Source: an optimization exercise on an open RTL-to-GDS flow (aim: small area and a short achievable clock period). Production flows keep margins and buffers that such runs may drop. Where RTL was checked, it was by simulation tests only, not by an equivalence proof against the original. No functional check of the RTL was part of runs 2 and 5 to 7. Power and IR drop assume default switching activity.

==> design.v <==
package psum_acc_pkg;
  function automatic integer store_width(input integer t_d_size, input integer f_width);
    store_width = t_d_size + $clog2(f_width - 1);
  endfunction
endpackage
module psum_line_buffer #(
  parameter int DEPTH = 32,
  parameter int WIDTH = 39
) (
  input  logic             clk,
  input  logic             i_shift,
  input  logic [WIDTH-1:0] i_wdata,
  output logic [WIDTH-1:0] o_head
);
  logic [WIDTH-1:0] r_mem [DEPTH];
  always_ff @(posedge clk) begin
    if (i_shift) begin
      r_mem[0] <= i_wdata;
      for (int i = 1; i < DEPTH; i++) r_mem[i] <= r_mem[i-1];
    end
  end
  assign o_head = r_mem[DEPTH-1];
endmodule
module psum_accumulator #(
  parameter int T_D_SIZE = 37,
  parameter int O_D_SIZE = 16,
  parameter int F_WIDTH  = 5,
  parameter int LINE_LEN = 32
) (
  input  logic                       clk,
  input  logic                       rst,
  input  logic                       clk_en,
  input  logic [T_D_SIZE-1:0]        psum_i,
  input  logic                       psum_valid_i,
  output logic                       psum_ready_o,
  input  logic [T_D_SIZE-1:0]        bias_i,
  input  logic [4:0]                 shift_i,
  output logic [O_D_SIZE-1:0]        out_data_o,
  output logic                       out_valid_o,
  input  logic                       out_ready_i,
  output logic [$clog2(F_WIDTH)-1:0] pass_o,
  output logic                       row_done_o
);
  localparam int SW = psum_acc_pkg::store_width(T_D_SIZE, F_WIDTH);
  localparam int FW = SW + 1;
  localparam int PW = $clog2(F_WIDTH);
  localparam int CW = (LINE_LEN > 1) ? $clog2(LINE_LEN) : 1;
  localparam logic [CW-1:0] COL_LAST  = CW'(LINE_LEN - 1);
  localparam logic [PW-1:0] PASS_LAST = PW'(F_WIDTH - 1);
  localparam int FB = 3;                    
  localparam int NF = 1 << FB;              
  localparam int UW = O_D_SIZE + NF - 1;    
  localparam int NG = 4;                    
  logic [CW-1:0]       r_col;
  logic [PW-1:0]       r_pass;
  logic                r_first;    
  logic                r_final;    
  logic [UW-1:0]       r_res_u;     
  logic [FB-1:0]       r_res_fine;  
  logic [NG-1:0]       r_res_fits;  
  logic                r_res_neg;   
  logic                r_out_valid;
  logic                r_row_done;
  logic                w_accept;
  logic                w_col_wrap;
  logic [SW-1:0]       w_head;
  logic [FW-1:0]       w_sum;
  assign psum_ready_o = clk_en & ~(r_final & r_out_valid & ~out_ready_i);
  assign w_accept     = psum_valid_i & psum_ready_o;
  assign w_col_wrap   = (r_col == COL_LAST);
  psum_line_buffer #(
    .DEPTH (LINE_LEN),
    .WIDTH (SW)
  ) u_line_buffer (
    .clk     (clk),
    .i_shift (w_accept),
    .i_wdata (w_sum[SW-1:0]),
    .o_head  (w_head)
  );
  logic [FW-1:0] w_head_x;
  logic [FW-1:0] w_psum_x;
  logic [FW-1:0] w_bias_x;
  assign w_head_x = {w_head[SW-1], w_head};
  assign w_psum_x = {{(FW-T_D_SIZE){psum_i[T_D_SIZE-1]}}, psum_i};
  assign w_bias_x = {{(FW-T_D_SIZE){bias_i[T_D_SIZE-1]}}, bias_i};
  logic [FW-1:0] w_head_g;
  logic [FW-1:0] w_bias_g;
  assign w_head_g = r_first ? '0 : w_head_x;
  assign w_bias_g = r_final ? w_bias_x : '0;
  logic [FW-1:0] w_cs_s;
  logic [FW-1:0] w_cs_c;
  assign w_cs_s = w_head_g ^ w_psum_x ^ w_bias_g;
  assign w_cs_c = {(w_head_g[FW-2:0] & w_psum_x[FW-2:0]) |
                   (w_head_g[FW-2:0] & w_bias_g[FW-2:0]) |
                   (w_psum_x[FW-2:0] & w_bias_g[FW-2:0]), 1'b0};
  assign w_sum  = w_cs_s + w_cs_c;
  function automatic logic sum_bit(input logic [FW-1:0] v, input integer j);
    sum_bit = (j >= FW) ? v[FW-1] : v[j];
  endfunction
  localparam int NC = 32 / NF;
  logic [NC-1:0] w_co_oh;
  always_comb begin
    for (int k = 0; k < NC; k++) w_co_oh[k] = (shift_i[4:FB] == (5 - FB)'(k));
  end
  logic [UW-1:0] w_u;
  always_comb begin
    for (int i = 0; i < UW; i++) begin
      w_u[i] = 1'b0;
      for (int k = 0; k < NC; k++) w_u[i] = w_u[i] | (w_co_oh[k] & sum_bit(w_sum, i + k * NF));
    end
  end
  logic [FW-2:0] w_top_mask;   
  logic [FW-2:0] w_nb_eq;      
  always_comb begin
    for (int j = 0; j < FW - 1; j++) begin
      w_top_mask[j] = ({27'd0, shift_i} + O_D_SIZE - 1 <= j);
      w_nb_eq[j]    = (w_sum[j] == w_sum[j+1]);
    end
  end
  localparam int NP = FW - O_D_SIZE;        
  localparam int GS = (NP + NG - 1) / NG;   
  logic [FW-2:0] w_pair_ok;
  assign w_pair_ok = w_nb_eq | ~w_top_mask;
  logic [NG-1:0] w_fits_g;
  always_comb begin
    for (int g = 0; g < NG; g++) begin
      w_fits_g[g] = 1'b1;
      for (int j = O_D_SIZE - 1 + g * GS; j < O_D_SIZE - 1 + (g + 1) * GS; j++)
        if (j < FW - 1) w_fits_g[g] = w_fits_g[g] & w_pair_ok[j];
    end
  end
  logic [O_D_SIZE-1:0] w_shl;
  always_comb begin
    for (int i = 0; i < O_D_SIZE; i++) w_shl[i] = r_res_u[i + r_res_fine];
  end
  assign out_data_o = (&r_res_fits) ? w_shl : {r_res_neg, {(O_D_SIZE-1){~r_res_neg}}};
  always_ff @(posedge clk or posedge rst) begin
    if (rst) begin
      r_col       <= '0;
      r_pass      <= '0;
      r_first     <= 1'b1;
      r_final     <= 1'b0;
      r_res_u     <= '0;
      r_res_fine  <= '0;
      r_res_fits  <= '1;
      r_res_neg   <= 1'b0;
      r_out_valid <= 1'b0;
      r_row_done  <= 1'b0;
    end else if (clk_en) begin
      r_row_done <= 1'b0;
      if (r_out_valid && out_ready_i) begin
        r_out_valid <= 1'b0;
      end
      if (w_accept) begin
        r_col <= w_col_wrap ? '0 : r_col + 1'b1;
        if (r_final) begin
          r_res_u     <= w_u;
          r_res_fine  <= shift_i[FB-1:0];
          r_res_fits  <= w_fits_g;
          r_res_neg   <= w_sum[FW-1];
          r_out_valid <= 1'b1;
        end
        if (w_col_wrap) begin
          if (r_final) begin
            r_pass     <= '0;
            r_first    <= 1'b1;
            r_final    <= 1'b0;
            r_row_done <= 1'b1;
          end else begin
            r_pass     <= r_pass + 1'b1;
            r_first    <= 1'b0;
            r_final    <= (r_pass == PASS_LAST - 1'b1);
          end
        end
      end
    end
  end
  assign out_valid_o = r_out_valid;
  assign pass_o      = r_pass;
  assign row_done_o  = r_row_done;
endmodule
==> flow/run.sh <==
#!/bin/bash
# Standard ORFS layout with: port buffers from a plain buffer cell, a CTS
# without dummy loads, and synthesis whose ABC mapping uses flow/abc.script.
# Registers are untouched: ABC maps only the combinational logic.
set -euo pipefail
cat flow/extra.mk >> config.mk
sed -e "s#@ABC_SCRIPT@#$PWD/flow/abc.script#" -e "s#@FLOW_SYNTH@#$PWD/synth_recipe.tcl#" flow/synth.tcl > synth_own.tcl
bash standard.sh SYNTH_SCRIPT=$PWD/synth_own.tcl finish > standard.log 2>&1
==> flow/abc.script <==
strash
dch
map -a
topo
stime -c
buffer -c
upsize -c
dnsize -c
==> flow/extra.mk <==
export BUFFER_PORTS_ARGS = -buffer_cell sky130_fd_sc_hd__buf_2
export CTS_ARGS = -sink_clustering_enable -repair_clock_nets -sink_clustering_size 20 -sink_clustering_max_diameter 40 -buf_list sky130_fd_sc_hd__clkbuf_8 -dont_use_dummy_load
==> flow/synth.tcl <==
# The standard flow's synthesis script (synth_recipe.tcl), with ABC's script replaced by
# @ABC_SCRIPT@ for the combinational mapping.
proc abc {args} {
  set i [lsearch $args -script]
  if {$i >= 0} { set args [lreplace $args [expr {$i + 1}] [expr {$i + 1}] @ABC_SCRIPT@] }
  yosys abc {*}$args
}
source @FLOW_SYNTH@
==> standard.sh <==
#!/bin/bash
# synth_recipe.tcl (not shown) runs the flow's synth.tcl, then flattens the netlist and writes it again
# the make line also repeats each setting of config.mk as NAME=value (left out here)
make -C /OpenROAD-flow-scripts/flow DESIGN_CONFIG=/design/flow/config.mk WORK_HOME=/design/flow/orfs CLKGATE_MAP_FILE= SYNTH_SCRIPT=/design/flow/synth_recipe.tcl "${@:-finish}"
==> config.mk <==
export PLATFORM = sky130hd
export DESIGN_NAME = psum_accumulator
export DESIGN_NICKNAME = psum_accumulator
export VERILOG_FILES = /design/flow/design.v
export SDC_FILE = /design/flow/constraint.sdc
export NUM_CORES = 4
export LEC_CHECK = 0
export ABC_AREA = 1
export CAP_MARGIN = 20
export CORE_MARGIN = 2
export CORE_UTILIZATION = 55
export SETUP_SLACK_MARGIN = 5
export SLEW_MARGIN = 20
export BUFFER_PORTS_ARGS = -buffer_cell sky130_fd_sc_hd__buf_2
export CTS_ARGS = -sink_clustering_enable -repair_clock_nets -sink_clustering_size 20 -sink_clustering_max_diameter 40 -buf_list sky130_fd_sc_hd__clkbuf_8 -dont_use_dummy_load
==> constraint.sdc <==
create_clock -name core_clock -period 9.0 [get_ports {clk}]
set_input_delay 1.8000 -clock core_clock [delete_from_list [all_inputs] [get_ports {clk}]]
set_output_delay 1.8000 -clock core_clock [all_outputs]
set_load 0.01 [all_outputs]
==> results.txt, run 1 <==
critical-path cell list -> buf_2 > inv_1 > fa_1 > inv_1 > ha_2 > nand2_1 > o21ai_0 > a21oi_4 > buf_6 > buf_6 > o21ai_4 > nand3_4 > o21ai_4 > xor2_4 > inv_2 > nor2_1 > o22ai_1 > o21ai_1 > o32ai_2
WP buf/inv -> 6
Sw Share -> 0.2751
mapped cell area -> 44810 um^2
number of global-route vias before repair -> 20010
most common cell after layout, fill and taps aside -> edfxtp_1
Synth area leader -> edfxtp_1
RSZ-0062 raised after global routing -> true
cts hold-fix bufs -> 0
Tcrit/Tclk final -> 0.5080
Clock Latency Late Sink -> 800 ps
Net Switching -> 3.503 mW
CP Capture Type -> flop
Reg2Reg Depth -> 25
core area -> 80550 um^2
compound-cell area share of the yosys netlist -> 0.04166
Critical R2R Launch -> r_first
Async SR Flop Fraction -> 0.03331
Simple-Gate Fraction of Synth Area -> 0.03426
Critical R2R Capture -> r_res_fits[3]
CTS max path bufs -> 3
Routed Antenna Nets -> 0
DRT Pass-1 Iters -> 5
yosys warns -> 3
Post-Synth XOR/XNOR Area -> 0.007959
worst-path maximum fanout -> 4
post-synthesis mux area share -> 0.0006702
vias per cell -> 5.397
Max Freq -> 218.7 MHz
Clock Skews -> 107.9 ps
H-tree depth -> 4
most frequent cells in the layout -> edfxtp_1, inv_1, nand2_1
sequential power share -> 0.553
ys flop type -> edfxtp_1
Final TNS setup -> 0 ps
Yosys cell types -> 54
Worst-Margin Slew -> 1061 ps
Internal Dissipation -> 9.231 mW
DRC violations left -> 0
Pwr per Cell Area -> 246.9 nW/um^2
GRT Residual Overflow -> 0
worst reg2reg setup slack -> 4590 ps
CTS buffer count -> 133
highest metal used -> met5
post-layout util -> 0.6402
CP max stage cell -> fa_1
CTS clk-pin slew, worst paths -> 90 ps
Syn Nets -> 2558
Worst Hold Path Cells -> 0
sequential area share after synthesis -> 0.8606
Final GP Congestion -> 0.8504
layout cells sized above 1 -> 0.2417
main combinational cell family by area after synthesis -> compound AO/OA/AOI/OAI gates
DRT iter0 DRCs -> 1686
Pins Over Slew Limit -> 0
Final min period -> 4572 ps
CP Class -> input pin to flop
hold path start -> u_line_buffer.r_mem[19][13]
Die ar. -> 83760 um^2
starting density of the core -> 0.5563
share of the synthesized area in the top cell type -> 0.8364
pin count of the biggest net entering global routing -> 209
length of routed met3 wiring -> 4431 um
drt total wl -> 79860 um
number of port buffers -> 105
initial antenna violation count -> 8
largest stage delay on the critical path -> 560 ps
Layout area overhead -> 15.10%
worst hold path endpoint -> u_line_buffer.r_mem[20][13]
Area contributors post-synth -> edfxtp_1, dfrtp_1, inv_1
clock network fraction of total power -> 0.236
Crit path arrival time -> 5190 ps
Vias -> 20520
FP Rows -> 104
adder-cell share of the synthesized area -> 0.03100
Max-slew headroom -> 0.2929
Syn Inst Count -> 2387
gr usage total -> 0.1908
# Max-Cap Violations -> 0
final net count -> 2912
crit start category -> input pin
status -> no timing/DRC/antenna violations
Met1 Wirelength -> 38330 um
Hold WC Path Type -> flop to flop
clock sink count -> 1291
Final setup viols -> 0
Max VDD drop -> 139.1 uV
DP HPWL -> 48450 um
LEAKAGE -> 18.06 nW
DIE WIDTH -> 289.4 um
Comb pwr share -> 0.211
synthesized area per cell -> 18.77 um^2
Synth Register Bits -> 1291
first-pass GRT wire length -> 118700 um
routed length per instance -> 21.01 um
CP delay by family, top -> compound AO/OA/AOI/OAI gates
Boundary Pins -> 106
root buf cell -> clkbuf_8
Met2 Routed Length -> 35330 um
Post-synth EDFFs -> 1248
critical path data required time -> 9610 ps
Fin. Hold Viols -> 0
Die Ht -> 289.4 um
CTS tree -> done
power groups by stage:
stage	Sequential, mW	Combinational (mW)	Clock, mW
after global routing	7.06	2.86	3.38
after floorplan	7.32	0.972	0
after detailed placement	7.17	1.73	0
after global placement	7.16	1.73	0
final	7.04	2.69	3.01
after CTS	7.04	2.23	3.16
area by class of cell:
cell class | count | area, um^2
Sequential cell | 1291 | 38570
Fill cell | 5524 | 28980
Multi-Input combinational cell | 811 | 6716
Timing Repair Buffer | 247 | 2064
Clock buffer | 133 | 1831
Tap cell | 1060 | 1326
Inverter | 254 | 1036
Timing Repair inverter | 3 | 20.02
Antenna cell | 3 | 7.507
metal layers:
layer  vias up  GRT usage
met1     10380     0.2980
met5         -          0
li1       9425          -
met3       151    0.03803
met2       556     0.2749
met4         4    0.05773
per-stage QoR:
step | hold slack [ps] | instances | setup WS (ps) | total power [mW] | cell area [um^2]
detailed placement | 404.5 | 3547 | 3032 | 8.898 | 46870
finish | 338.0 | 3802 | 4428 | 12.73 | 51570
global route | 337.7 | 3800 | 4346 | 13.30 | 51560
CTS | 326.2 | 3745 | 4577 | 12.43 | 50330
global placement | 400.2 | 3547 | 3082 | 8.888 | 46870
floorplan | 400.3 | 2387 | -12340 | 8.288 | 44840
how the worst max path moves through the flow:
stage / startpoint / endpoint / slack, ps / cells after the start
after floorplan: out_ready_i / u_line_buffer.r_mem[0][0] / -12340 / 4
after global placement: bias_i[1] / r_res_fits[0] / 3080 / 20
after detailed placement: bias_i[1] / r_res_fits[0] / 3030 / 20
after CTS: psum_i[1] / r_res_fits[3] / 4580 / 22
after global routing: psum_i[11] / r_res_fits[3] / 4350 / 17
final: psum_i[11] / r_res_fits[3] / 4430 / 19
sequential cells by signal, summed over array words and instances, names as in the netlist, 3 cells and up:
| name | cells |
|---|---|
| r_res_fits | 4 |
| r_pass | 3 |
| u_line_buffer.r_mem | 1248 |
| r_res_u | 23 |
| r_col | 5 |
| r_res_fine | 3 |
Yosys cell counts (2+ instances only):
library cell	count
mux2i_1	3
a21oi_2	6
a21oi_1	97
xor2_2	2
a211oi_1	4
o41ai_4	2
o22ai_1	9
o21ai_1	6
inv_1	239
nand3_1	21
dfrtp_1	38
nor3_1	10
or2_2	3
clkinv_1	3
o21a_1	3
a32oi_1	15
o21ai_2	2
dfstp_2	5
nor2_1	116
edfxtp_1	1248
o31ai_1	3
a31oi_1	6
or2_1	2
clkbuf_1	31
nand2_1	211
a221oi_1	14
o211ai_1	3
nor4_1	3
o311ai_0	4
ha_1	47
a22oi_1	12
a41oi_1	3
fa_1	40
o21ai_0	100
o2111ai_1	3
o221ai_1	2
xnor2_1	5
xor2_1	32
inv_2	12
nand4_1	8
what timing repair did:
item,CTS,global route
resized for setup,293,176
endpoints found under the setup margin,73,135
hold endpoints to repair,0,0
pin swaps,62,81
buffers inserted,62,53
gates cloned,3,1
cell families after synthesis:
kind of cell             after synthesis
buffers and inverters                285
AND/OR/NAND/NOR                      380
multiplexers                           3
adder cells (fa/ha/maj)               87
flip-flops                          1291
AO/OA/AOI/OAI                        302
XOR/XNOR                              39
==> run 2: changes to the inputs <==
--- a/design.v
+++ b/design.v
@@ -49,3 +49,3 @@
   localparam logic [PW-1:0] PASS_LAST = PW'(F_WIDTH - 1);
-  localparam int FB = 3;                    
+  localparam int FB = 2;                    
   localparam int NF = 1 << FB;              
==> flow/run.sh (replaced) <==
#!/bin/bash
# Standard ORFS layout with three changes to how it is made:
#  - port buffers use a plain buffer cell (flow/extra.mk) instead of the
#    flow's default pick, a slow delay cell;
#  - the clock tree uses clkbuf_8 sink clusters of up to 18 flip-flops and no
#    dummy loads (flow/extra.mk);
#  - synthesis leaves full and half adders to ABC as plain logic instead of
#    mapping them to the slow sky130 fa/ha cells (ADDER_MAP_FILE empty).
#    Registers are untouched: this only changes the combinational mapping.
set -euo pipefail
cat flow/extra.mk >> config.mk
bash standard.sh ADDER_MAP_FILE= finish > standard.log 2>&1
==> flow/extra.mk (replaced) <==
export BUFFER_PORTS_ARGS = -buffer_cell sky130_fd_sc_hd__buf_2
export CTS_ARGS = -sink_clustering_enable -repair_clock_nets -sink_clustering_size 18 -sink_clustering_max_diameter 70 -buf_list sky130_fd_sc_hd__clkbuf_8 -dont_use_dummy_load
--- a/config.mk
+++ b/config.mk
@@ -14,2 +14,2 @@
 export BUFFER_PORTS_ARGS = -buffer_cell sky130_fd_sc_hd__buf_2
-export CTS_ARGS = -sink_clustering_enable -repair_clock_nets -sink_clustering_size 20 -sink_clustering_max_diameter 40 -buf_list sky130_fd_sc_hd__clkbuf_8 -dont_use_dummy_load
+export CTS_ARGS = -sink_clustering_enable -repair_clock_nets -sink_clustering_size 18 -sink_clustering_max_diameter 70 -buf_list sky130_fd_sc_hd__clkbuf_8 -dont_use_dummy_load
removed: flow/abc.script
removed: flow/synth.tcl
==> results.txt, run 2 <==
H-tree depth -> 3 (-1)
Biggest register -> u_line_buffer.r_mem
Worst-Margin Slew -> 1133 ps (+72.80 ps)
worst reg2reg setup slack -> 5100 ps (+510 ps)
Clock Skews -> 100.0 ps (-7.912 ps)
CTS buffer count -> 85 (-36%)
gr usage total -> 0.1925 (+0.001703)
mapped cell area -> 46290 um^2 (+3.3%)
largest stage delay on the critical path -> 200 ps (-360 ps)
Die Ht -> 294.1 um (+1.6%)
synth cell count leaders -> edfxtp_1, nand2_1, inv_1
Critical R2R Launch -> r_final
worst-path maximum fanout -> 2 (-2)
vias per cell -> 5.302 (-1.8%)
starting density of the core -> 0.5540 (-0.002295)
worst hold path endpoint -> u_line_buffer.r_mem[2][2]
synthesized area per cell -> 15.24 um^2 (-19%)
Met2 Routed Length -> 36610 um (+3.6%)
yosys warns -> 3 (unchanged)
Async SR Flop Fraction -> 0.02955 (-0.003759)
WP buf/inv -> 3 (-3)
number of global-route vias before repair -> 21650 (+8.2%)
Final GP Congestion -> 0.8945 (+5.2%)
most common cell after layout, fill and taps aside -> edfxtp_1
CP delay by family, top -> buffers and inverters
CTS max path bufs -> 3 (unchanged)
ys flop type -> edfxtp_1
DRC violations left -> 0 (unchanged)
Area contributors post-synth -> edfxtp_1, nand2_1, nand3_1
Layout area overhead -> 7.893%
Pins Over Slew Limit -> 0 (unchanged)
Met1 Wirelength -> 40540 um (+5.8%)
drt total wl -> 84560 um (+5.9%)
DRT iter0 DRCs -> 1972 (+17%)
Reg2Reg Depth -> 17 (-32%)
Synth Register Bits -> 1286 (-0.39%)
Post-Synth XOR/XNOR Area -> 0.008353 (+0.0003940)
adder-cell share of the synthesized area -> 0 (-0.03100)
Tcrit/Tclk final -> 0.4583 (-0.04971)
Max-slew headroom -> 0.2389 (-0.05396)
Final setup viols -> 0 (unchanged)
CP max stage cell -> o21a_1
sequential area share after synthesis -> 0.8303 (-0.03025)
critical-path cell list -> buf_8 > inv_8 > nand2_4 > o21a_1 > buf_6
Die ar. -> 86490 um^2 (+3.3%)
Max Freq -> 242.4 MHz (+11%)
RSZ-0062 raised after global routing -> true
Critical R2R Capture -> r_res_u[17]
first-pass GRT wire length -> 125200 um (+5.5%)
count leader, synth -> edfxtp_1
CTS tree -> done
highest metal used -> met5
Final min period -> 4125 ps (-447.4 ps)
layout cells sized above 1 -> 0.1342 (-0.1075)
Final TNS setup -> 0 ps (unchanged)
Max VDD drop -> 158.0 uV (+14%)
post-synthesis mux area share -> 0.0004325 (-0.0002377)
Syn Inst Count -> 3038 (+27%)
DP HPWL -> 55680 um (+15%)
Synth area leader -> edfxtp_1
DRT Pass-1 Iters -> 5 (unchanged)
GRT Residual Overflow -> 0 (unchanged)
LEAKAGE -> 18.41 nW (+1.9%)
critical path data required time -> 7200 ps (-2410 ps)
CP Capture Type -> output port
Boundary Pins -> 106 (unchanged)
final net count -> 3320 (+14%)
CP Class -> input pin to output port
initial antenna violation count -> 2 (-6)
routed length per instance -> 19.60 um (-6.7%)
biggest registers after layout -> u_line_buffer.r_mem x1248, r_res_u x19, r_col x5
Worst Hold Path Cells -> 0 (unchanged)
Crit path arrival time -> 2320 ps (-2870 ps)
share of the synthesized area in the top cell type -> 0.8096 (-0.02677)
Fin. Hold Viols -> 0 (unchanged)
DIE WIDTH -> 294.1 um (+1.6%)
clock sink count -> 1286 (-0.39%)
CTS clk-pin slew, worst paths -> 110 ps (+20 ps)
# Max-Cap Violations -> 0 (unchanged)
number of flip-flops under the largest register name -> 1248 (unchanged)
Pwr per Cell Area -> 232.4 nW/um^2 (-5.9%)
main combinational cell family by area after synthesis -> simple AND/OR/NAND/NOR gates
Post-synth EDFFs -> 1248 (unchanged)
core area -> 83560 um^2 (+3.7%)
hold path start -> u_line_buffer.r_mem[1][2]
status -> no timing/DRC/antenna violations
Vias -> 22880 (+11%)
Syn Nets -> 3122 (+22%)
FP Rows -> 106 (+1.9%)
length of routed met3 wiring -> 5778 um (+30%)
most frequent cells in the layout -> edfxtp_1, nand2_1, inv_1
compound-cell area share of the yosys netlist -> 0.02390 (-0.01777)
Non-Filler Instances -> 4315 (+13%)
number of port buffers -> 105 (unchanged)
crit start category -> input pin
Clock Latency Late Sink -> 720 ps (-80 ps)
Simple-Gate Fraction of Synth Area -> 0.1110 (+0.07678)
Placed Instances -> 4208 (+19%)
pin count of the biggest net entering global routing -> 209 (unchanged)
Yosys cell types -> 50 (-7.4%)
root buf cell -> clkbuf_8
Hold WC Path Type -> flop to flop
total power -> 11.61 mW (-8.8%)
Routed Antenna Nets -> 0 (unchanged)
post-layout util -> 0.5977 (-0.04255)
## run 2: cell types whose count changed after synthesis, moves of 14 or more
cell	before	now
nand2_2	0	49
ha_1	47	0
o21ai_1	6	23
o211ai_1	3	17
o21ai_0	100	43
inv_2	12	35
fa_1	40	0
nand3_1	21	174
a21oi_1	97	57
a32oi_1	15	0
nor2_1	116	133
nand2_1	211	798
## run 2: layout make-up
| cell class | instances | area [um^2] |
|---|---|---|
| flip-flops and latches | 1286 | 38440 |
| fillers | 6291 | 33610 |
| multi-input cells | 1451 | 6958 |
| well taps | 1080 | 1351 |
| clock buffers | 85 | 1170 |
| inverters | 265 | 1025 |
| repair buffers | 146 | 984.7 |
| repair inverters | 1 | 5.005 |
| diodes | 1 | 2.502 |
## run 2: worst max path at each step
stage,from,end,slack [ps],cells past startpoint
after floorplan,out_ready_i,u_line_buffer.r_mem[0][0],-12410,5
after global placement,bias_i[0],r_res_u[1],3960,17
after detailed placement,bias_i[0],r_res_u[1],3960,17
after CTS,out_ready_i,psum_ready_o,4870,5
after global routing,bias_i[16],r_res_u[11],4830,24
final,out_ready_i,psum_ready_o,4880,5
## run 2: power by group
group,switching [mW],internal [mW]
logic,1.52,0.507
clock network,1.57,0.850
registers,0.134,7.02
total,3.23,8.38
## run 2: cell families (layout without fill, tap and decap cells)
group	count (synthesis)	in the layout
compound gates	187	187
buf+inv	301	497
mux	2	2
simple gates	1223	1223
other cells	0	1
xor+xnor	39	39
flops	1286	1286
## run 2: through the flow
stage          hold WS [ps]  cell area (um^2)  setup slack (ps)
2_1_floorplan         400.3             46300            -12410
3_3_place_gp          400.3             48180              3960
3_5_place_dp          404.5             48180              3958
4_1_cts               348.2             49490              4875
5_1_grt               358.0             49940              4832
6_report              356.6             49940              4875
## run 2: worst reg2reg max path, stage by stage, from the launching register on
cell and delay, ps:
dfrtp_4 650, buf_8 360, nand3_1 380, nand3_1 220, nand2_1 70, nand2_1 90, nand2_1 140, nor2_2 190
nand2_1 120, nor2_2 200, nand3_1 110, nand3_2 180, xor2_2 590, nand2_1 100, nand3_1 130, nor2_2 60
nand4_1 120, o21a_1 150
## run 2: what timing repair did
action,4_1_cts,5_1_grt
gates cloned,0,2
endpoints found under the setup margin,341,734
pin swaps,3,1
hold buffers,0,0
resized for setup,27,81
buffers inserted,6,13
## run 2: routing by layer
layer  GRT usage  up-vias
met2      0.2797      574
met3     0.04041      112
met4     0.04990        2
met1      0.2995    11220
met5           0        -
li1            -    10970
==> run 3: changes to the inputs <==
--- a/design.v
+++ b/design.v
@@ -49,3 +49,3 @@
   localparam logic [PW-1:0] PASS_LAST = PW'(F_WIDTH - 1);
-  localparam int FB = 2;                    
+  localparam int FB = 3;                    
   localparam int NF = 1 << FB;              
--- a/config.mk
+++ b/config.mk
@@ -11,3 +11,3 @@
 export CORE_UTILIZATION = 55
-export SETUP_SLACK_MARGIN = 5
+export SETUP_SLACK_MARGIN = 4.85
 export SLEW_MARGIN = 20
==> results.txt, run 3 <==
status -> no timing/DRC/antenna violations
cts hold-fix bufs -> 0 (unchanged)
Die Ht -> 294.4 um (+0.11%)
DRT Pass-1 Iters -> 5 (unchanged)
Synth area leader -> edfxtp_1
layout cells sized above 1 -> 0.1145 (-0.01966)
Min Hold Slack -> 358.4 ps (+1.861 ps)
# Max-Cap Violations -> 0 (unchanged)
CP max stage cell -> buf_2
Final TNS setup -> 0 ps (unchanged)
placed instance area -> 48220 um^2 (about the same)
Pwr per Cell Area -> 273.0 nW/um^2 (+17%)
Non-Filler Instances -> 4294 (-0.49%)
Layout area overhead -> 7.275%
DP HPWL -> 53600 um (-3.7%)
Post-Synth XOR/XNOR Area -> 0.006258 (-0.002095)
share of the synthesized area in the top cell type -> 0.8079 (-0.001725)
DRT iter0 DRCs -> 1938 (-1.7%)
Final min period -> 4100 ps (-24.65 ps)
FP Rows -> 106 (unchanged)
Final setup viols -> 0 (unchanged)
final setup margin -> 4900 ps (+24.65 ps)
Post-synth EDFFs -> 1248 (unchanged)
sequential area share after synthesis -> 0.8313 (+0.0009280)
CTS clk-pin slew, worst paths -> 110 ps (about the same)
crit start category -> input pin
first-pass GRT wire length -> 123200 um (-1.6%)
Vias -> 22660 (-0.94%)
H-tree depth -> 3 (unchanged)
Top cell by count, worst path -> buf_2
post-layout util -> 0.5955 (-0.002156)
CP Capture Type -> output port
Biggest register -> u_line_buffer.r_mem
largest stage delay on the critical path -> 160 ps (-40 ps)
worst-path maximum fanout -> 2 (unchanged)
CTS buffer count -> 85 (unchanged)
Synth Register Bits -> 1291 (+0.39%)
number of global-route vias before repair -> 21530 (-0.55%)
pin count of the biggest net entering global routing -> 193 (-7.7%)
Die ar. -> 86680 um^2 (+0.21%)
Max VDD drop -> 166.5 uV (+5.4%)
adder-cell share of the synthesized area -> 0 (unchanged)
yosys warns -> 3 (unchanged)
Boundary Pins -> 106 (unchanged)
compound-cell area share of the yosys netlist -> 0.02339 (-0.0005095)
drt total wl -> 82430 um (-2.5%)
CTS tree -> done
routed length per instance -> 19.20 um (-2.0%)
Syn Inst Count -> 3032 (-0.20%)
biggest registers after layout -> u_line_buffer.r_mem x1248, r_res_u x23, r_col x5
count leader, synth -> edfxtp_1
Clock Latency Late Sink -> 710 ps (about the same)
Async SR Flop Fraction -> 0.03331 (+0.003759)
Worst-Margin Slew -> 1106 ps (-27.16 ps)
root buf cell -> clkbuf_8
starting density of the core -> 0.5552 (+0.001183)
vias per cell -> 5.278 (-0.46%)
DIE WIDTH -> 294.4 um (+0.11%)
core area -> 83560 um^2 (unchanged)
synth cell count leaders -> edfxtp_1, nand2_1, inv_1
most common cell after layout, fill and taps aside -> edfxtp_1
Tcrit/Tclk final -> 0.4556 (-0.002739)
critical-path cell list -> buf_2 > inv_12 > a31oi_4 > buf_2
synthesized area per cell -> 15.30 um^2 (+0.41%)
Routed Antenna Nets -> 0 (unchanged)
Placed Instances -> 4192 (-0.38%)
mapped cell area -> 46390 um^2 (+0.21%)
Max-slew headroom -> 0.2625 (+0.02354)
main combinational cell family by area after synthesis -> simple AND/OR/NAND/NOR gates
critical path data required time -> 7200 ps (about the same)
Syn Nets -> 3116 (-0.19%)
LEAKAGE -> 18.40 nW (about the same)
Crit path arrival time -> 2300 ps (-20 ps)
CP delay by family, top -> buffers and inverters
ys flop type -> edfxtp_1
Area contributors post-synth -> edfxtp_1, nand2_1, dfrtp_1
GRT Residual Overflow -> 0 (unchanged)
post-synthesis mux area share -> 0.0008632 (+0.0004307)
Pins Over Slew Limit -> 0 (unchanged)
RSZ-0062 raised after global routing -> true
number of flip-flops under the largest register name -> 1248 (unchanged)
number of port buffers -> 105 (unchanged)
Fin. Hold Viols -> 0 (unchanged)
Clock Skews -> 90.08 ps (-9.927 ps)
gr usage total -> 0.1880 (-0.004560)
Yosys cell types -> 49 (-2.0%)
Hold WC Path Type -> flop to flop
DRC violations left -> 0 (unchanged)
Simple-Gate Fraction of Synth Area -> 0.1126 (+0.001517)
WP buf/inv -> 3 (unchanged)
clock sink count -> 1291 (+0.39%)
Final GP Congestion -> 0.8714 (-2.6%)
final net count -> 3299 (-0.63%)
worst slack, placed -> 3881 ps (-77.05 ps)
CP Class -> input pin to output port
design area -> 49760 um^2 (-0.36%)
total power -> 13.58 mW (+17%)
initial antenna violation count -> 7 (+5)
most frequent cells in the layout -> edfxtp_1, nand2_1, inv_1
Max Freq -> 243.9 MHz (+0.60%)
CTS max path bufs -> 3 (unchanged)
run 3: changes by cell type after synthesis, sizes merged, moves of 5 or more:
cell / change
a21oi: -7
nand3: +17
nand2: -12
o221ai: +6
dfrtp: +5
o211ai: -10
inv: -10
o21ai: +35
nand4: -7
o21a: -5
a21boi: -7
xor2: -9
nor2: +5
run 3: final cells by class:
class / count / area, um^2
fillers: 6288 / 33790
diodes: 1 / 2.502
clock buffers: 85 / 1170
flip-flops and latches: 1291 / 38570
inverters: 253 / 980.9
repair buffers: 130 / 909.6
well taps: 1080 / 1351
multi-input cells: 1451 / 6754
repair inverters: 3 / 17.52
run 3: routing by layer:
| layer | vias to the layer above | global-route usage | wire (um) |
|---|---|---|---|
| met1 | 11080 | 0.2971 | 40830 |
| li1 | 10940 | - | - |
| met4 | 4 | 0.04629 | 1763 |
| met5 | - | 0 | 30 |
| met3 | 118 | 0.03401 | 4336 |
| met2 | 523 | 0.2731 | 35470 |
run 3: kinds of logic (layout without fill, tap and decap cells):
family	after synthesis	after routing
flip-flops	1291	1291
AND/OR/NAND/NOR	1225	1225
buffers and inverters	290	471
AO/OA/AOI/OAI	194	194
XOR/XNOR	28	28
multiplexers	4	4
other	0	1
run 3: timing repair:
item	in CTS	in global routing
gates cloned	1	5
setup endpoints to repair	38	651
buffers inserted	2	8
gates resized for setup	17	59
pin swaps	0	6
run 3: worst paths after layout:
path                            slack, ps                           to                         from  depth (start not counted)
worst max register to register       5120                r_res_fits[3]                      r_first                         25
worst min register to register        360  u_line_buffer.r_mem[26][11]  u_line_buffer.r_mem[25][11]                          0
worst min-delay path                  360  u_line_buffer.r_mem[26][11]  u_line_buffer.r_mem[25][11]                          0
max in group asynchronous            7180                      r_final                          rst                          2
min in group asynchronous            1190                  r_res_u[11]                          rst                          2
worst max-delay path                 4900                 psum_ready_o                  out_ready_i                          4
run 3: where the power goes:
| part | internal (mW) | switching (mW) |
|---|---|---|
| combinational | 0.919 | 2.74 |
| sequential | 7.25 | 0.223 |
| clock | 0.850 | 1.60 |
| total | 9.02 | 4.56 |
==> run 4: changes to the inputs <==
--- a/config.mk
+++ b/config.mk
@@ -11,3 +11,3 @@
 export CORE_UTILIZATION = 55
-export SETUP_SLACK_MARGIN = 4.85
+export SETUP_SLACK_MARGIN = 5
 export SLEW_MARGIN = 20
==> results.txt, run 4 <==
synthesized area per cell -> 15.30 um^2 (unchanged)
DIE WIDTH -> 294.4 um (unchanged)
CP Class -> input pin to output port
Tcrit/Tclk final -> 0.4479 (-0.007689)
Pins Over Slew Limit -> 0 (unchanged)
number of global-route vias before repair -> 21590 (+0.30%)
initial antenna violation count -> 9 (+2)
ys flop type -> edfxtp_1
GRT Residual Overflow -> 0 (unchanged)
yosys warns -> 3 (unchanged)
Clock Skews -> 88.35 ps (-1.729 ps)
number of port buffers -> 105 (unchanged)
Non-Filler Instances -> 4297 (+0.070%)
RSZ-0062 raised after global routing -> true
critical path data required time -> 7200 ps (about the same)
H-tree depth -> 3 (unchanged)
Layout area overhead -> 7.566%
critical-path cell list -> buf_6 > inv_12 > a31oi_4 > buf_2
share of the synthesized area in the top cell type -> 0.8079 (unchanged)
final net count -> 3302 (+0.091%)
# Max-Cap Violations -> 0 (unchanged)
flip-flop and latch area -> 38570 um^2 (unchanged)
status -> no timing/DRC/antenna violations
Max VDD drop -> 166.5 uV (about the same)
count leader, synth -> edfxtp_1
length of routed met3 wiring -> 4348 um (+0.28%)
pin count of the biggest net entering global routing -> 193 (unchanged)
Syn Inst Count -> 3032 (unchanged)
Die ar. -> 86680 um^2 (unchanged)
Synth Register Bits -> 1291 (unchanged)
DRC violations left -> 0 (unchanged)
number of flip-flops under the largest register name -> 1248 (unchanged)
final setup margin -> 4969 ps (+69.20 ps)
Hold WC Path Type -> flop to flop
multi-input combinational cell area -> 6857 um^2 (+1.5%)
largest stage delay on the critical path -> 160 ps (about the same)
Crit path arrival time -> 2230 ps (-70 ps)
clock sink count -> 1291 (unchanged)
most common cell after layout, fill and taps aside -> edfxtp_1
crit start category -> input pin
CP delay by family, top -> buffers and inverters
Final TNS setup -> 0 ps (unchanged)
CTS clk-pin slew, worst paths -> 110 ps (about the same)
Placed Instances -> 4192 (unchanged)
Biggest register -> u_line_buffer.r_mem
core area -> 83560 um^2 (unchanged)
FP Rows -> 106 (unchanged)
Final min period -> 4031 ps (-69.20 ps)
hold path start -> u_line_buffer.r_mem[25][11]
Fin. Hold Viols -> 0 (unchanged)
DRT Pass-1 Iters -> 6 (+1)
Post-synth EDFFs -> 1248 (unchanged)
most frequent cells in the layout -> edfxtp_1, nand2_1, inv_1
Area contributors post-synth -> edfxtp_1, nand2_1, dfrtp_1
routed length per instance -> 19.13 um (-0.33%)
Die Ht -> 294.4 um (unchanged)
first-pass GRT wire length -> 123600 um (+0.34%)
synth cell count leaders -> edfxtp_1, nand2_1, inv_1
worst-path maximum fanout -> 2 (unchanged)
CTS max path bufs -> 3 (unchanged)
Syn Nets -> 3116 (unchanged)
worst reg2reg setup slack -> 5260 ps (+140 ps)
Fillers -> 6280 (-0.13%)
Worst-Margin Slew -> 1102 ps (-4.540 ps)
Final setup viols -> 0 (unchanged)
Min Hold Slack -> 358.4 ps (-0.06400 ps)
Synth area leader -> edfxtp_1
Pwr per Cell Area -> 274.3 nW/um^2 (+0.50%)
highest metal used -> met5
mapped cell area -> 46390 um^2 (unchanged)
Final GP Congestion -> 0.8714 (unchanged)
DP HPWL -> 53600 um (unchanged)
Critical R2R Launch -> r_first
Yosys cell types -> 49 (unchanged)
drt total wl -> 82220 um (-0.26%)
Boundary Pins -> 106 (unchanged)
sequential area share after synthesis -> 0.8313 (unchanged)
root buf cell -> clkbuf_8
total power -> 13.69 mW (+0.77%)
Worst Setup SP -> out_ready_i
biggest registers after layout -> u_line_buffer.r_mem x1248, r_res_u x23, r_col x5
Met2 Routed Length -> 35430 um (-0.12%)
CTS buffer count -> 85 (unchanged)
starting density of the core -> 0.5552 (unchanged)
Max-slew headroom -> 0.2655 (+0.003027)
layout cells sized above 1 -> 0.1231 (+0.008600)
Routed Antenna Nets -> 0 (unchanged)
cts hold-fix bufs -> 0 (unchanged)
CTS tree -> done
Met1 Wirelength -> 40650 um (-0.46%)
vias per cell -> 5.274 (about the same)
WP buf/inv -> 3 (unchanged)
Max Freq -> 248.1 MHz (+1.7%)
DRT iter0 DRCs -> 1998 (+3.1%)
Vias -> 22660 (-0.0088%)
worst slack, placed -> 3881 ps (unchanged)
LEAKAGE -> 18.44 nW (+0.17%)
Clock Latency Late Sink -> 710 ps (about the same)
CP max stage cell -> buf_2
gr usage total -> 0.1890 (+0.001008)
Async SR Flop Fraction -> 0.03331 (unchanged)
CP Capture Type -> output port
==> run 4: final timing paths <==
path / end / cells after the start
min in group asynchronous: r_res_u[11] / 2
worst max register to register: r_res_u[18] / 18
worst min-delay path: u_line_buffer.r_mem[26][11] / 0
worst max-delay path: psum_ready_o / 4
max in group asynchronous: r_final / 2
worst min register to register: u_line_buffer.r_mem[26][11] / 0
==> run 4: through the flow <==
step / utilization / area, um^2
detailed placement: 0.5771 / 48220
finish: 0.5972 / 49900
global placement: 0.5771 / 48220
global route: 0.5972 / 49900
CTS: 0.5940 / 49630
floorplan: - / 46430
==> run 4: where the power goes <==
part	switching, mW	internal, mW
Sequential	0.219	7.26
Combinational	2.79	0.981
Clock	1.59	0.850
Total	4.60	9.09
==> run 4: metal layers <==
| metal | vias to the layer above | global-route usage |
|---|---|---|
| met5 | - | 0 |
| met4 | 4 | 0.04679 |
| met3 | 124 | 0.03491 |
| met2 | 505 | 0.2754 |
| met1 | 11070 | 0.2973 |
| li1 | 10960 | - |
==> run 4: final cells by class <==
class | instances | share of cell area
diodes | 1 | 0.00005015
clock buffers | 85 | 0.02345
inverters | 253 | 0.01984
multi-input cells | 1451 | 0.1374
flip-flops and latches | 1291 | 0.7731
well taps | 1080 | 0.02708
repair buffers | 134 | 0.01881
repair inverters | 2 | 0.0002508
==> run 4: cells by family (layout without fill, tap and decap cells) <==
group                  count (synthesis)  count (layout)  share of synthesized area
XOR/XNOR                              28              28                   0.006258
AO/OA/AOI/OAI                        194             194                    0.02339
multiplexers                           4               4                  0.0008632
other                                  0               1                          0
AND/OR/NAND/NOR                     1225            1225                     0.1126
flip-flops                          1291            1291                     0.8313
buffers and inverters                290             474                    0.02568
==> run 4: timing repair <==
action / in CTS / in global routing
resized for setup: 60 / 56
endpoints found under the hold margin: 0 / 0
setup endpoints to repair: 645 / 469
setup buffers: 9 / 6
cloned: 2 / 2
pin swaps: 3 / 4
==> run 5: changes to the inputs <==
--- a/design.v
+++ b/design.v
@@ -62,2 +62,3 @@
   logic                r_out_valid;
+  logic                r_blocked;  
   logic                r_row_done;
@@ -67,3 +68,3 @@
   logic [FW-1:0]       w_sum;
-  assign psum_ready_o = clk_en & ~(r_final & r_out_valid & ~out_ready_i);
+  assign psum_ready_o = clk_en & ~(r_blocked & ~out_ready_i);
   assign w_accept     = psum_valid_i & psum_ready_o;
@@ -136,4 +137,12 @@
   assign out_data_o = (&r_res_fits) ? w_shl : {r_res_neg, {(O_D_SIZE-1){~r_res_neg}}};
+  logic w_final_nx;
+  logic w_valid_nx;
+  always_comb begin
+    w_final_nx = r_final;
+    if (w_accept && w_col_wrap) w_final_nx = r_final ? 1'b0 : (r_pass == PASS_LAST - 1'b1);
+    w_valid_nx = (w_accept && r_final) ? 1'b1 : (r_out_valid & ~out_ready_i);
+  end
   always_ff @(posedge clk or posedge rst) begin
     if (rst) begin
+      r_blocked   <= 1'b0;
       r_col       <= '0;
@@ -149,2 +158,3 @@
     end else if (clk_en) begin
+      r_blocked  <= w_final_nx & w_valid_nx;
       r_row_done <= 1'b0;
==> results.txt, run 5 <==
status -> no timing/DRC/antenna violations
Post-synth EDFFs -> 1248 (unchanged)
Comb pwr share -> 0.222 (-0.054)
Final setup viols -> 0 (unchanged)
RSZ-0062 raised after global routing -> true
clock sink count -> 1292 (+0.077%)
Synth area leader -> edfxtp_1
Worst-Margin Slew -> 975.2 ps (-126.6 ps)
Layout area overhead -> 7.896%
biggest registers after layout -> u_line_buffer.r_mem x1248, r_res_u x23, r_col x5
Syn Nets -> 3182 (+2.1%)
Area contributors post-synth -> edfxtp_1, nand2_1, dfrtp_1
pin count of the biggest net entering global routing -> 180 (-6.7%)
vias per cell -> 5.223 (-0.95%)
CTS clk-pin slew, worst paths -> 100 ps (about the same)
DIE WIDTH -> 295.4 um (+0.33%)
Boundary Pins -> 106 (unchanged)
final setup margin -> 4851 ps (-118.5 ps)
first-pass GRT wire length -> 126900 um (+2.6%)
DRT iter0 DRCs -> 2079 (+4.1%)
Fin. Hold Viols -> 0 (unchanged)
synthesized area per cell -> 15.07 um^2 (-1.5%)
DRT Pass-1 Iters -> 7 (+1)
core area -> 83820 um^2 (+0.32%)
Max Freq -> 241.0 MHz (-2.9%)
Final GP Congestion -> 0.8648 (-0.76%)
Routed Antenna Nets -> 0 (unchanged)
Clock Skews -> 73.25 ps (-15.10 ps)
number of flip-flops under the largest register name -> 1248 (unchanged)
clock network fraction of total power -> 0.196 (+0.018)
Net Switching -> 3.875 mW (-16%)
number of port buffers -> 105 (unchanged)
flip-flop and latch area -> 38590 um^2 (about the same)
synth cell count leaders -> edfxtp_1, nand2_1, inv_1
count leader, synth -> edfxtp_1
gr usage total -> 0.1949 (+0.005874)
Final TNS setup -> 0 ps (unchanged)
ys flop type -> edfxtp_1
yosys warns -> 3 (unchanged)
sequential power share -> 0.582 (+0.036)
Final min period -> 4149 ps (+118.5 ps)
share of the synthesized area in the top cell type -> 0.8025 (-0.005412)
H-tree depth -> 3 (unchanged)
Syn Inst Count -> 3098 (+2.2%)
LEAKAGE -> 18.78 nW (+1.9%)
DP HPWL -> 55760 um (+4.0%)
crit start category -> flop
mapped cell area -> 46700 um^2 (+0.67%)
cts hold-fix bufs -> 0 (unchanged)
Async SR Flop Fraction -> 0.03406 (+0.0007482)
Placed Instances -> 4317 (+3.0%)
Tcrit/Tclk final -> 0.4610 (+0.01316)
sequential area share after synthesis -> 0.8262 (-0.005032)
Internal Dissipation -> 8.744 mW (-3.8%)
most frequent cells in the layout -> edfxtp_1, nand2_1, inv_1
drt total wl -> 85620 um (+4.1%)
Max-slew headroom -> 0.3475 (+0.08201)
CP Capture Type -> output port
Yosys cell types -> 45 (-8.2%)
CP Class -> flop to output port
layout cells sized above 1 -> 0.1369 (+0.01381)
worst-path maximum fanout -> 7 (+5)
CTS tree -> done
Synth Register Bits -> 1292 (+0.077%)
final net count -> 3372 (+2.1%)
initial antenna violation count -> 3 (-6)
DRC violations left -> 0 (unchanged)
multi-input combinational cell area -> 7042 um^2 (+2.7%)
FP Rows -> 106 (unchanged)
worst slack, placed -> 4038 ps (+156.7 ps)
Pins Over Slew Limit -> 0 (unchanged)
# Max-Cap Violations -> 0 (unchanged)
Non-Filler Instances -> 4423 (+2.9%)
routed length per instance -> 19.36 um (+1.2%)
Crit path arrival time -> 2350 ps (+120 ps)
Min Hold Slack -> 357.9 ps (-0.4710 ps)
GRT Residual Overflow -> 0 (unchanged)
CTS max path bufs -> 3 (unchanged)
number of global-route vias before repair -> 21620 (+0.15%)
Die Ht -> 295.4 um (+0.33%)
most common cell after layout, fill and taps aside -> edfxtp_1
root buf cell -> clkbuf_8
Pwr per Cell Area -> 250.4 nW/um^2 (-8.7%)
total power -> 12.62 mW (-7.8%)
Vias -> 23100 (+2.0%)
Clock Latency Late Sink -> 730 ps (+20 ps)
Fillers -> 6370 (+1.4%)
Sw Share -> 0.3071 (-0.02914)
Max VDD drop -> 153.4 uV (-7.8%)
starting density of the core -> 0.5571 (+0.001975)
critical path data required time -> 7200 ps (about the same)
Hold WC Path Type -> flop to flop
Die ar. -> 87250 um^2 (+0.66%)
Biggest register -> u_line_buffer.r_mem
CTS buffer count -> 86 (+1.2%)
-- run 5: changes by cell type after synthesis, sizes merged, moves of 5 or more --
cell	delta
inv	+39
a21oi	+9
nand3b	-5
nand3	-10
nor2	+13
nand2	+12
-- run 5: worst paths after layout --
kind | from | endpoint | slack [ps] | cells past startpoint
min | u_line_buffer.r_mem[0][3] | u_line_buffer.r_mem[1][3] | 360 | 0
max in group asynchronous | rst | r_res_fits[1] | 7290 | 3
max reg2reg | r_first | r_res_fits[1] | 5250 | 21
min in group asynchronous | rst | r_blocked | 1060 | 2
max | r_res_fits[0] | out_data_o[0] | 4850 | 6
min reg2reg | u_line_buffer.r_mem[0][3] | u_line_buffer.r_mem[1][3] | 360 | 0
-- run 5: metal layers --
layer / track usage / vias up / share of wire
met5: 0 / - / 0.00015
met4: 0.05732 / 2 / 0.024
met3: 0.02300 / 120 / 0.040
met2: 0.2881 / 481 / 0.44
met1: 0.3079 / 11390 / 0.49
li1: - / 11110 / -
-- run 5: cell families (layout without fill, tap and decap cells) --
group                  after synthesis  after routing  share of synthesized area
AND/OR/NAND/NOR                   1233           1233                     0.1131
other                                0              3                          0
buffers and inverters              334            522                    0.02856
multiplexers                         3              3                  0.0006431
XOR/XNOR                            28             28                   0.006618
AO/OA/AOI/OAI                      208            208                    0.02484
flip-flops                        1292           1292                     0.8262
-- run 5: cell type report --
cell class | count | share of cell area
inverter | 294 | 0.02257
clock buffer | 86 | 0.02349
timing repair buffer | 139 | 0.01944
sequential | 1292 | 0.7660
timing repair inverter | 3 | 0.0004470
antenna | 3 | 0.0001490
tap | 1134 | 0.02816
multi-input combinational | 1472 | 0.1398
-- run 5: metrics by stage --
| stage | util | instance area (um^2) |
|---|---|---|
| after floorplan | - | 46700 |
| after global placement | 0.5804 | 48650 |
| after detailed placement | 0.5807 | 48670 |
| after CTS | 0.5979 | 50110 |
| after global routing | 0.6011 | 50380 |
| final | 0.6011 | 50390 |
-- run 5: worst max-delay path, stage by stage, from the launching register on --
cell	delay, ps
dfstp_2	590
nand4_1	290
inv_2	210
clkbuf_16	170
o21ai_0	100
o21ai_1	140
buf_2	140
-- run 5: power by group through the flow --
stage	sequential, mW	clock [mW]	combinational [mW]
floorplan	7.68	0	1.71
detailed placement	7.48	0	2.59
finish	7.35	2.47	2.80
CTS	7.35	2.61	2.71
global placement	7.47	0	2.59
global route	7.39	2.78	3.07
-- run 5: repair_timing --
action,in CTS,in global routing
gates resized for setup,69,62
cloned,3,1
setup buffers,12,1
pin swaps,9,9
endpoints found under the setup margin,43,215
==> run 6: changes to the inputs <==
--- a/design.v
+++ b/design.v
@@ -49,3 +49,3 @@
   localparam logic [PW-1:0] PASS_LAST = PW'(F_WIDTH - 1);
-  localparam int FB = 3;                    
+  localparam int FB = 2;                    
   localparam int NF = 1 << FB;              
==> results.txt, run 6 <==
CTS clk-pin slew, worst paths -> 100 ps (about the same)
Routed Antenna Nets -> 0 (unchanged)
Hold WC Path Type -> flop to flop
Pins Over Slew Limit -> 0 (unchanged)
Worst-Margin Slew -> 1082 ps (+106.7 ps)
Synth area leader -> edfxtp_1
Final setup viols -> 0 (unchanged)
CP Capture Type -> output port
Max Freq -> 251.0 MHz (+4.1%)
Fin. Hold Viols -> 0 (unchanged)
WP buf/inv -> 3 (unchanged)
vias per cell -> 5.277 (+1.0%)
adder-cell share of the synthesized area -> 0 (unchanged)
DIE WIDTH -> 295.6 um (about the same)
count leader, synth -> edfxtp_1
Post-Synth XOR/XNOR Area -> 0.003880 (-0.002738)
mapped cell area -> 46750 um^2 (+0.12%)
CTS max path bufs -> 3 (unchanged)
main combinational cell family by area after synthesis -> simple AND/OR/NAND/NOR gates
GRT Residual Overflow -> 0 (unchanged)
Fillers -> 6325 (-0.71%)
Final min period -> 3984 ps (-165.1 ps)
Clock Skews -> 88.59 ps (+15.34 ps)
Async SR Flop Fraction -> 0.03030 (-0.003753)
number of global-route vias before repair -> 22570 (+4.4%)
root buf cell -> clkbuf_8
core area -> 83950 um^2 (+0.16%)
H-tree depth -> 3 (unchanged)
Post-synth EDFFs -> 1248 (unchanged)
critical path data required time -> 7200 ps (about the same)
total power -> 13.05 mW (+3.4%)
biggest registers after layout -> u_line_buffer.r_mem x1248, r_res_u x19, r_col x5
post-layout util -> 0.5993 (-0.001844)
CP Class -> input pin to output port
Max VDD drop -> 162.8 uV (+6.1%)
Die Ht -> 295.6 um (about the same)
routed length per instance -> 19.46 um (+0.51%)
clock sink count -> 1287 (-0.39%)
DP HPWL -> 55870 um (+0.20%)
Area contributors post-synth -> edfxtp_1, nand2_1, inv_1
critical-path cell list -> buf_4 > inv_4 > a21oi_4 > buf_6
first-pass GRT wire length -> 129500 um (+2.0%)
Final TNS setup -> 0 ps (unchanged)
Pwr per Cell Area -> 259.3 nW/um^2 (+3.5%)
cts hold-fix bufs -> 0 (unchanged)
final net count -> 3395 (+0.68%)
yosys warns -> 3 (unchanged)
Yosys cell types -> 50 (+11%)
Placed Instances -> 4345 (+0.65%)
Tcrit/Tclk final -> 0.4427 (-0.01835)
Boundary Pins -> 106 (unchanged)
Syn Nets -> 3201 (+0.60%)
Final GP Congestion -> 0.9170 (+6.0%)
Layout area overhead -> 7.606%
design area -> 50310 um^2 (-0.15%)
post-synthesis mux area share -> 0.0002141 (-0.0004289)
largest stage delay on the critical path -> 120 ps (-470 ps)
gr usage total -> 0.1974 (+0.002530)
DRT Pass-1 Iters -> 7 (unchanged)
Biggest register -> u_line_buffer.r_mem
status -> no timing/DRC/antenna violations
compound-cell area share of the yosys netlist -> 0.01988 (-0.004954)
sequential area share after synthesis -> 0.8225 (-0.003671)
ys flop type -> edfxtp_1
Synth Register Bits -> 1287 (-0.39%)
LEAKAGE -> 18.66 nW (-0.66%)
placed instance area -> 48750 um^2 (+0.15%)
CTS buffer count -> 86 (unchanged)
synthesized area per cell -> 15.00 um^2 (-0.49%)
most common cell after layout, fill and taps aside -> edfxtp_1
synth cell count leaders -> edfxtp_1, nand2_1, inv_1
CP delay by family, top -> buffers and inverters
worst-path maximum fanout -> 3 (-4)
pin count of the biggest net entering global routing -> 215 (+19%)
# Max-Cap Violations -> 0 (unchanged)
starting density of the core -> 0.5569 (about the same)
FP Rows -> 106 (unchanged)
Non-Filler Instances -> 4445 (+0.50%)
Simple-Gate Fraction of Synth Area -> 0.1255 (+0.01239)
DRC violations left -> 0 (unchanged)
Crit path arrival time -> 2180 ps (-170 ps)
CTS tree -> done
Vias -> 23460 (+1.5%)
most frequent cells in the layout -> edfxtp_1, nand2_1, inv_1
RSZ-0062 raised after global routing -> true
drt total wl -> 86490 um (+1.0%)
number of flip-flops under the largest register name -> 1248 (unchanged)
layout cells sized above 1 -> 0.1469 (+0.009928)
crit start category -> input pin
initial antenna violation count -> 1 (-2)
Die ar. -> 87360 um^2 (+0.12%)
Clock Latency Late Sink -> 710 ps (-20 ps)
number of port buffers -> 105 (unchanged)
share of the synthesized area in the top cell type -> 0.8015 (-0.0009664)
DRT iter0 DRCs -> 1942 (-6.6%)
CP max stage cell -> a21oi_4
Max-slew headroom -> 0.2788 (-0.06874)
Syn Inst Count -> 3117 (+0.61%)
## run 6: changes by cell type in the layout (fill, tap and decap cells not counted), sizes merged, moves of 3 or more
cell / change
nor2: +21
clkinv: -3
o211ai: +4
xor2: -11
o21a: +3
nand3b: +4
o21ai: -31
a31oi: -4
nand4: +18
dfrtp: -5
nand2: +46
or2: +3
a21oi: -19
## run 6: what timing repair did
item                       CTS  global route
gates resized for setup     21            66
gates cloned                 1             1
setup buffers                5             4
pin swaps                    3            10
setup endpoints to repair   38           102
## run 6: area by class of cell
| class | count | area [um^2] | share of cell area |
|---|---|---|---|
| timing repair buffer | 136 | 883.3 | 0.01756 |
| clock buffer | 86 | 1184 | 0.02353 |
| antenna | 2 | 5.005 | 0.00009948 |
| multi-input combinational | 1509 | 7211 | 0.1433 |
| sequential | 1287 | 38470 | 0.7646 |
| tap | 1134 | 1419 | 0.02820 |
| inverter | 289 | 1129 | 0.02243 |
| timing repair inverter | 2 | 12.51 | 0.0002487 |
## run 6: worst reg2reg max path: cells and delay by family (launching register included)
family | cells | cell delay [ps]
AOI/OAI and AO/OA | 3 | 730
and+or+nand+nor | 14 | 1990
DFF | 1 | 390
buffers and inverters | 3 | 580
## run 6: where the power goes
group / internal [mW] / switching (mW)
Clock: 0.860 / 1.60
Combinational: 0.779 / 2.41
Sequential: 7.20 / 0.193
## run 6: worst paths after layout
path / start / to / slack (ps) / cells after the start
hold / removal: u_line_buffer.r_mem[1][0] / u_line_buffer.r_mem[2][0] / 330 / 0
setup / recovery: clk_en / psum_ready_o / 5020 / 4
max in group asynchronous: rst / r_res_fine[0] / 6910 / 2
setup reg to reg: r_final / r_res_u[10] / 5230 / 20
hold reg to reg: u_line_buffer.r_mem[1][0] / u_line_buffer.r_mem[2][0] / 330 / 0
min in group asynchronous: rst / r_res_u[15] / 1320 / 2
## run 6: cell families (layout without fill, tap and decap cells)
family,Yosys count,in the layout
other cells,0,2
flops,1287,1287
mux,1,1
buf+inv,321,513
xor+xnor,19,19
compound gates,160,160
simple gates,1329,1329
## run 6: routing by layer
layer / share of wire / global-route usage / vias to the layer above
li1: - / - / 11180
met1: 0.48 / 0.3029 / 11640
met2: 0.45 / 0.3018 / 516
met3: 0.044 / 0.02857 / 118
met4: 0.021 / 0.04952 / 0
met5: 0 / 0 / -
## run 6: per-stage QoR
step / hold WS (ps) / worst slack [ps]
2_1_floorplan: 400.3 / -12180
3_3_place_gp: 400.3 / 4058
3_5_place_dp: 404.5 / 4071
4_1_cts: 315.5 / 5001
5_1_grt: 313.2 / 4945
6_report: 333.0 / 5016
==> run 7: changes to the inputs <==
--- a/design.v
+++ b/design.v
@@ -49,3 +49,3 @@
   localparam logic [PW-1:0] PASS_LAST = PW'(F_WIDTH - 1);
-  localparam int FB = 2;                    
+  localparam int FB = 3;                    
   localparam int NF = 1 << FB;              
@@ -96,3 +96,21 @@
                    (w_psum_x[FW-2:0] & w_bias_g[FW-2:0]), 1'b0};
-  assign w_sum  = w_cs_s + w_cs_c;
+  localparam int LV = $clog2(FW);
+  logic [FW-1:0] w_pg_g [LV+1];
+  logic [FW-1:0] w_pg_p [LV+1];
+  always_comb begin
+    w_pg_g[0] = w_cs_s & w_cs_c;
+    w_pg_p[0] = w_cs_s ^ w_cs_c;
+    for (int l = 0; l < LV; l++) begin
+      for (int i = 0; i < FW; i++) begin
+        if (i & (1 << l)) begin
+          w_pg_g[l+1][i] = w_pg_g[l][i] | (w_pg_p[l][i] & w_pg_g[l][((i >> l) << l) - 1]);
+          w_pg_p[l+1][i] = w_pg_p[l][i] & w_pg_p[l][((i >> l) << l) - 1];
+        end else begin
+          w_pg_g[l+1][i] = w_pg_g[l][i];
+          w_pg_p[l+1][i] = w_pg_p[l][i];
+        end
+      end
+    end
+  end
+  assign w_sum = w_pg_p[0] ^ {w_pg_g[LV][FW-2:0], 1'b0};
   function automatic logic sum_bit(input logic [FW-1:0] v, input integer j);
==> results.txt, run 7 <==
number of port buffers -> 105 (unchanged)
clock sink count -> 1292 (+0.39%)
post-layout util -> 0.5989 (about the same)
CTS clk-pin slew, worst paths -> 110 ps (about the same)
Area contributors post-synth -> edfxtp_1, nand2_1, dfrtp_1
Pwr per Cell Area -> 251.5 nW/um^2 (-3.0%)
drt total wl -> 75310 um (-13%)
DRC violations left -> 0 (unchanged)
sequential area share after synthesis -> 0.8495 (+0.02698)
CTS buffer count -> 84 (-2.3%)
core area -> 81980 um^2 (-2.4%)
Worst-Margin Slew -> 1043 ps (-38.66 ps)
CP Capture Type -> output port
Fin. Hold Viols -> 0 (unchanged)
placed instance area -> 47270 um^2 (-3.0%)
DRT iter0 DRCs -> 2079 (+7.1%)
final net count -> 3014 (-11%)
ys flop type -> edfxtp_1
Layout area overhead -> 8.102%
DIE WIDTH -> 291.4 um (-1.4%)
Final setup viols -> 0 (unchanged)
crit start category -> flop
WP buf/inv -> 4 (+1)
worst-path maximum fanout -> 16 (+13)
most common cell after layout, fill and taps aside -> edfxtp_1
root buf cell -> clkbuf_8
Final GP Congestion -> 0.8670 (-5.5%)
Final min period -> 4040 ps (+55.53 ps)
CP Class -> flop to output port
critical path data required time -> 7200 ps (about the same)
FP Rows -> 105 (-0.94%)
Die ar. -> 84890 um^2 (-2.8%)
largest stage delay on the critical path -> 520 ps (+400 ps)
critical-path cell list -> buf_4 > buf_12 > mux2i_4 > nand2_1 > o21ai_1 > inv_1 > o21ai_1 > o21ai_1 > buf_2
H-tree depth -> 3 (unchanged)
Final TNS setup -> 0 ps (unchanged)
share of the synthesized area in the top cell type -> 0.8251 (+0.02361)
Vias -> 21160 (-9.8%)
Synth Register Bits -> 1292 (+0.39%)
Post-synth EDFFs -> 1248 (unchanged)
Max VDD drop -> 144.2 uV (-11%)
design area -> 49100 um^2 (-2.4%)
DRT Pass-1 Iters -> 6 (-1)
Top cell by count, worst path -> o21ai_1
pin count of the biggest net entering global routing -> 200 (-7.0%)
initial antenna violation count -> 6 (+5)
gr usage total -> 0.1757 (-0.02165)
synth cell count leaders -> edfxtp_1, nand2_1, inv_1
CTS max path bufs -> 3 (unchanged)
Die Ht -> 291.4 um (-1.4%)
DP HPWL -> 45210 um (-19%)
most frequent cells in the layout -> edfxtp_1, nand2_1, inv_1
cts hold-fix bufs -> 0 (unchanged)
Syn Inst Count -> 2741 (-12%)
mapped cell area -> 45420 um^2 (-2.9%)
Biggest register -> u_line_buffer.r_mem
CP max stage cell -> dfrtp_4
routed length per instance -> 18.83 um (-3.2%)
Async SR Flop Fraction -> 0.03406 (+0.003753)
CTS tree -> done
GRT Residual Overflow -> 0 (unchanged)
first-pass GRT wire length -> 114200 um (-12%)
Routed Antenna Nets -> 0 (unchanged)
RSZ-0062 raised after global routing -> true
starting density of the core -> 0.5540 (-0.002903)
Yosys cell types -> 53 (+6.0%)
synthesized area per cell -> 16.57 um^2 (+10%)
Tcrit/Tclk final -> 0.4489 (+0.006170)
Synth area leader -> edfxtp_1
count leader, synth -> edfxtp_1
CP delay by family, top -> buffers and inverters
Max-slew headroom -> 0.3045 (+0.02578)
# Max-Cap Violations -> 0 (unchanged)
Clock Skews -> 85.71 ps (-2.876 ps)
Crit path arrival time -> 2240 ps (+60 ps)
yosys warns -> 5 (+2)
biggest registers after layout -> u_line_buffer.r_mem x1248, r_res_u x23, r_col x5
Hold WC Path Type -> flop to flop
number of flip-flops under the largest register name -> 1248 (unchanged)
total power -> 12.35 mW (-5.4%)
number of global-route vias before repair -> 20200 (-10%)
Clock Latency Late Sink -> 700 ps (about the same)
Max Freq -> 247.5 MHz (-1.4%)
Syn Nets -> 2825 (-12%)
vias per cell -> 5.291 (+0.27%)
Pins Over Slew Limit -> 0 (unchanged)
status -> no timing/DRC/antenna violations
Boundary Pins -> 106 (unchanged)
LEAKAGE -> 17.60 nW (-5.7%)
layout cells sized above 1 -> 0.1452 (-0.001722)
[run 7: cell count changes in the layout (fill, tap and decap cells not counted), sizes merged, moves of 5 or more]
cell,previous run,this run
dfrtp,34,39
nand2,893,646
nand3,190,158
inv,285,228
xor2,14,35
nor2,189,105
a21oi,46,55
nor3,14,4
nand4,30,8
a22oi,0,7
mux2i,1,7
or2,6,11
o21ai,71,84
[run 7: power breakdown]
| part | internal [mW] | switching (mW) | leakage (nW) |
|---|---|---|---|
| Clock | 0.842 | 1.62 | 0.604 |
| Combinational | 0.724 | 1.79 | 4.86 |
| Sequential | 7.16 | 0.211 | 12.1 |
[run 7: logic make-up after synthesis]
group | share of synthesized area
buf+inv | 0.02474
simple gates | 0.08909
xor+xnor | 0.01072
mux | 0.001543
flops | 0.8495
compound gates | 0.02438
[run 7: metrics by stage]
step	hold WS (ps)	setup slack, ps	cells
floorplan	400.3	-12210	2741
global placement	400.2	4158	3893
detailed placement	404.5	4139	3893
CTS	349.8	4896	3990
global route	362.0	4810	4000
finish	350.9	4960	4000
[run 7: area by class of cell]
cell class                 count  area [um^2]
inverter                     234        922.1
sequential                  1292        38590
multi-input combinational   1178         6078
tap                         1070         1339
timing repair buffer         138        991.0
fill                        6114        32880
timing repair inverter         2        15.01
antenna                        2        5.005
clock buffer                  84         1156
[run 7: final timing paths]
kind,end,slack (ps),start,cells past startpoint
max,out_data_o[0],4960,r_res_fine[0],9
min,u_line_buffer.r_mem[3][26],350,u_line_buffer.r_mem[2][26],0
max reg2reg,r_res_fits[2],5320,r_final,22
min reg2reg,u_line_buffer.r_mem[3][26],350,u_line_buffer.r_mem[2][26],0
max in group asynchronous,r_res_fine[0],7200,rst,2
min in group asynchronous,r_out_valid,1200,rst,2
[run 7: worst reg2reg max path, stage by stage (launching register included)]
cell     delay [ps]
dfrtp_2         670
buf_6           360
nand2_1         130
inv_1            90
nand2_1          50
nand2_1         150
inv_2            40
nand2_1         100
nand2_2         160
nor2_2          200
nand2_1          80
inv_2            90
nand2_1         130
inv_2           140
nand3_1          90
nand2_1         110
xor2_2          430
nand2_1         140
nand3_1         100
nand3_1          70
nor2_1          140
nand2_1          70
nand2_1          60
[run 7: metal layers]
layer	vias up	global-route usage	part of all wire
li1	10040	-	-
met1	10520	0.2834	0.50
met2	488	0.2472	0.42
met3	112	0.03352	0.062
met4	4	0.04752	0.020
met5	-	0	0.00025
[run 7: what timing repair did]
item / CTS / global route
setup endpoints to repair: 44 / 372
gates cloned: 2 / 2
gates resized for setup: 84 / 62
setup buffers: 11 / 6
pin swaps: 17 / 20

[port drivers added, routing unchanged]
How much do the figures lean on ideal ports? The routed layouts below were timed once more, with nothing changed but the port constraints.
Step 1, drivers: a clkbuf_16 drives clk and a buf_2 each remaining input, both assumed.
Step 2 adds t to the input delays and takes it off the output delays; t is the mean of the earliest and latest rising clock arrival at the registers after step 1. Input paths then give back, and output paths get back, about the clock's delay inside the block.
Three values: ideal ports, drivers, drivers and shift; two values: the first two.
| run | t (ns) | slack for setup (ns) | clock arrival spread, ns | slew at the worst register clock pin (ns) | worst data-port slew with drivers (ns) |
|---|---|---|---|---|---|
| run 1 | 0.811 | 4.428 / 4.470 / 3.659 | 0.130 / 0.130 | 0.11 / 0.11 | 0.14 |
| run 2 | 0.734 | 4.875 / 4.835 / 4.303 | 0.101 / 0.101 | 0.11 / 0.11 | 0.07 |
| run 3 | 0.747 | 4.900 / 4.879 / 4.354 | 0.120 / 0.120 | 0.12 / 0.12 | 0.12 |
| run 4 | 0.743 | 4.969 / 4.931 / 4.401 | 0.116 / 0.116 | 0.11 / 0.11 | 0.12 |
| run 5 | 0.748 | 4.851 / 4.792 / 4.308 | 0.076 / 0.076 | 0.11 / 0.11 | 0.08 |
| run 6 | 0.729 | 5.016 / 4.983 / 4.366 | 0.093 / 0.093 | 0.11 / 0.11 | 0.07 |
| run 7 | 0.726 | 4.960 / 4.899 / 4.426 | 0.103 / 0.104 | 0.11 / 0.11 | 0.11 |
After both steps setup and hold are still met in every run listed. The setup slack of run 1, which loses most, moves by +0.042 ns with the drivers and by -0.769 ns with both steps.
